Source: an optimization exercise on an open RTL-to-GDS flow (aim: small area, a short achievable clock period and few clock cycles). Production flows keep margins and buffers that such runs may drop. In this exercise RTL edits were held to simulation tests only and were not proved equivalent to the original. No activity file was given, so power comes from the tool's default toggle rates.

## west
==> module pr_control, before the edit <==
module pr_control (
	input wire clk,
	input wire rst,
	input wire softreg_req_valid,
	input wire softreg_req_is_write,
	input wire [31:0] softreg_req_addr,
	input wire [63:0] softreg_req_data,
	output logic softreg_resp_valid,
	output logic [63:0] softreg_resp_data,
	output logic rnd_start,
	output logic rnd_last,
	output logic [31:0] rnd_n_vertices,
	output logic [31:0] rnd_n_edges,
	output logic [63:0] rnd_vert_base,
	output logic [63:0] rnd_edge_base,
	output logic [63:0] rnd_rd_base,
	output logic [63:0] rnd_wr_base,
	input wire rnd_round_done
);
	localparam logic [2:0] IDLE = 3'd0;
	localparam logic [2:0] INIT = 3'd1;
	localparam logic [2:0] RUN = 3'd2;
	localparam logic [2:0] DONE = 3'd4;
	logic [2:0] state;
	logic [31:0] total_rounds;
	logic [31:0] done_rounds;
	logic [31:0] done_rounds_inc;
	logic reg_wr;
	logic start_wr;
	assign reg_wr = softreg_req_valid && softreg_req_is_write;
	assign start_wr = reg_wr && (softreg_req_addr == 32'h38);
	assign done_rounds_inc = done_rounds + 1'b1;
	logic [63:0] rounds_diff;
	logic next_last;
	pr_add64 u_rounds_diff (
		.a({32'd0, total_rounds}),
		.b({32'hffffffff, ~done_rounds}),
		.s(rounds_diff)
	);
	assign next_last = rounds_diff[63] || (rounds_diff[62:1] == '0);
	always_ff @(posedge clk) begin
		if (reg_wr) begin
			case (softreg_req_addr)
				32'h00: rnd_n_vertices <= softreg_req_data[31:0];
				32'h08: rnd_n_edges <= softreg_req_data[31:0];
				32'h10: rnd_vert_base <= softreg_req_data;
				32'h18: rnd_edge_base <= softreg_req_data;
				32'h20: rnd_rd_base <= softreg_req_data;
				32'h28: rnd_wr_base <= softreg_req_data;
				32'h30: total_rounds <= softreg_req_data[31:0];
				default: ;
			endcase
		end
		if (rnd_round_done) begin
			rnd_rd_base <= rnd_wr_base;
			rnd_wr_base <= rnd_rd_base;
		end
	end
	always_ff @(posedge clk) begin
		if (rst) begin
			state <= IDLE;
			rnd_start <= 1'b0;
			done_rounds <= '0;
		end else begin
			rnd_start <= 1'b0;
			case (state)
				INIT, RUN: begin
					if (rnd_round_done) begin
						done_rounds <= done_rounds_inc;
						state <= rnd_last ? DONE : RUN;
						rnd_last <= next_last;
					end
				end
				default: begin
					if (start_wr) begin
						state <= INIT;
						rnd_start <= 1'b1;
						done_rounds <= '0;
						rnd_last <= (total_rounds <= 32'd1);
					end
				end
			endcase
		end
	end
	always_ff @(posedge clk) begin
		if (rst)
			softreg_resp_valid <= 1'b0;
		else
			softreg_resp_valid <= softreg_req_valid && !softreg_req_is_write;
	end
	always_ff @(posedge clk) begin
		case (softreg_req_addr)
			32'h00: softreg_resp_data <= {32'd0, rnd_n_vertices};
			32'h08: softreg_resp_data <= {32'd0, rnd_n_edges};
			32'h10: softreg_resp_data <= rnd_vert_base;
			32'h18: softreg_resp_data <= rnd_edge_base;
			32'h20: softreg_resp_data <= rnd_rd_base;
			32'h28: softreg_resp_data <= rnd_wr_base;
			32'h30: softreg_resp_data <= {32'd0, total_rounds};
			32'h40: softreg_resp_data <= {61'd0, state};
			32'h48: softreg_resp_data <= {32'd0, done_rounds};
			default: softreg_resp_data <= '0;
		endcase
	end
endmodule
clock: 7.0 ns
lec_check: 0
cap_margin: 20
core_margin: 2
core_utilization: 40
place_density: 0.6
slew_margin: 20
run.sh (not shown) runs the stock make flow with config.mk's settings and CLKGATE_MAP_FILE= SYNTH_SCRIPT=/design/flow/synth_recipe.tcl, a recipe that flattens the netlist after the stock synthesis.
Testbench counts of west, summed over its fixed seeds: cycles 20,343.
diff inputs: west => south
--- a/flow/design.v
+++ b/flow/design.v
@@ -305,12 +305,4 @@
 	assign start_wr = reg_wr && (softreg_req_addr == 32'h38);
 	assign done_rounds_inc = done_rounds + 1'b1;
-	logic [63:0] rounds_diff;
-	logic next_last;
-	pr_add64 u_rounds_diff (
-		.a({32'd0, total_rounds}),
-		.b({32'hffffffff, ~done_rounds}),
-		.s(rounds_diff)
-	);
-	assign next_last = rounds_diff[63] || (rounds_diff[62:1] == '0);
 	always_ff @(posedge clk) begin
 		if (reg_wr) begin
@@ -343,5 +335,5 @@
 						done_rounds <= done_rounds_inc;
 						state <= rnd_last ? DONE : RUN;
-						rnd_last <= next_last;
+						rnd_last <= (done_rounds + 32'd2 >= total_rounds);
 					end
 				end
south vs west, sequential portion of the cell area went up by 0.20 points. On sequential group power, west tracks south almost exactly. Looking at wire length of the first global-routing pass across south and west, the one that comes out lower is south. Cell-internal power is lower on west. The lower power of south and west is in west. south and west ended up with nearly the same number of setup violations in the final report. Combinational cell fraction of total power was lower in west than in south. Area of the die across south and west: no real change. Going from west to south, the path length in cells of the critical path was found to have gone up by 8. south completed; timing, DRC and antenna clean. The mean instance size in the synthesized netlist of south and that of west are within noise of each other. When the final numbers for south and west were put side by side, the switching power as a share of total power turned out to be smaller in west.
Testbench counts of south, summed over its fixed seeds: cycles 20,343.

[separate check: timing with driven ports]
The results above use ideal ports. As a check the final layouts listed here were re-extracted and re-timed, cells and wires unchanged. Step 1 assumes that a clkbuf_16 drives the clock port and a buf_2 every other input. Step 2 adds t to the input delays and takes it off the output delays; t is the mean of the earliest and latest rising clock arrival at the registers after step 1. Input paths then give back, and output paths get back, about the clock's delay inside the block. Slacks: ideal ports / drivers / drivers and shift; pairs: ideal ports / drivers.
run	t (ns)	setup WS [ns]	clock arrival spread, ns	worst data-port slew with drivers (ns)	pins driven straight from the clock port
west	0.893	1.485 / 1.485 / 1.485	0.047 / 0.047	0.24	1
south	0.916	1.709 / 1.709 / 1.709	0.056 / 0.056	0.21	1
After both steps every run listed still meets setup and hold.
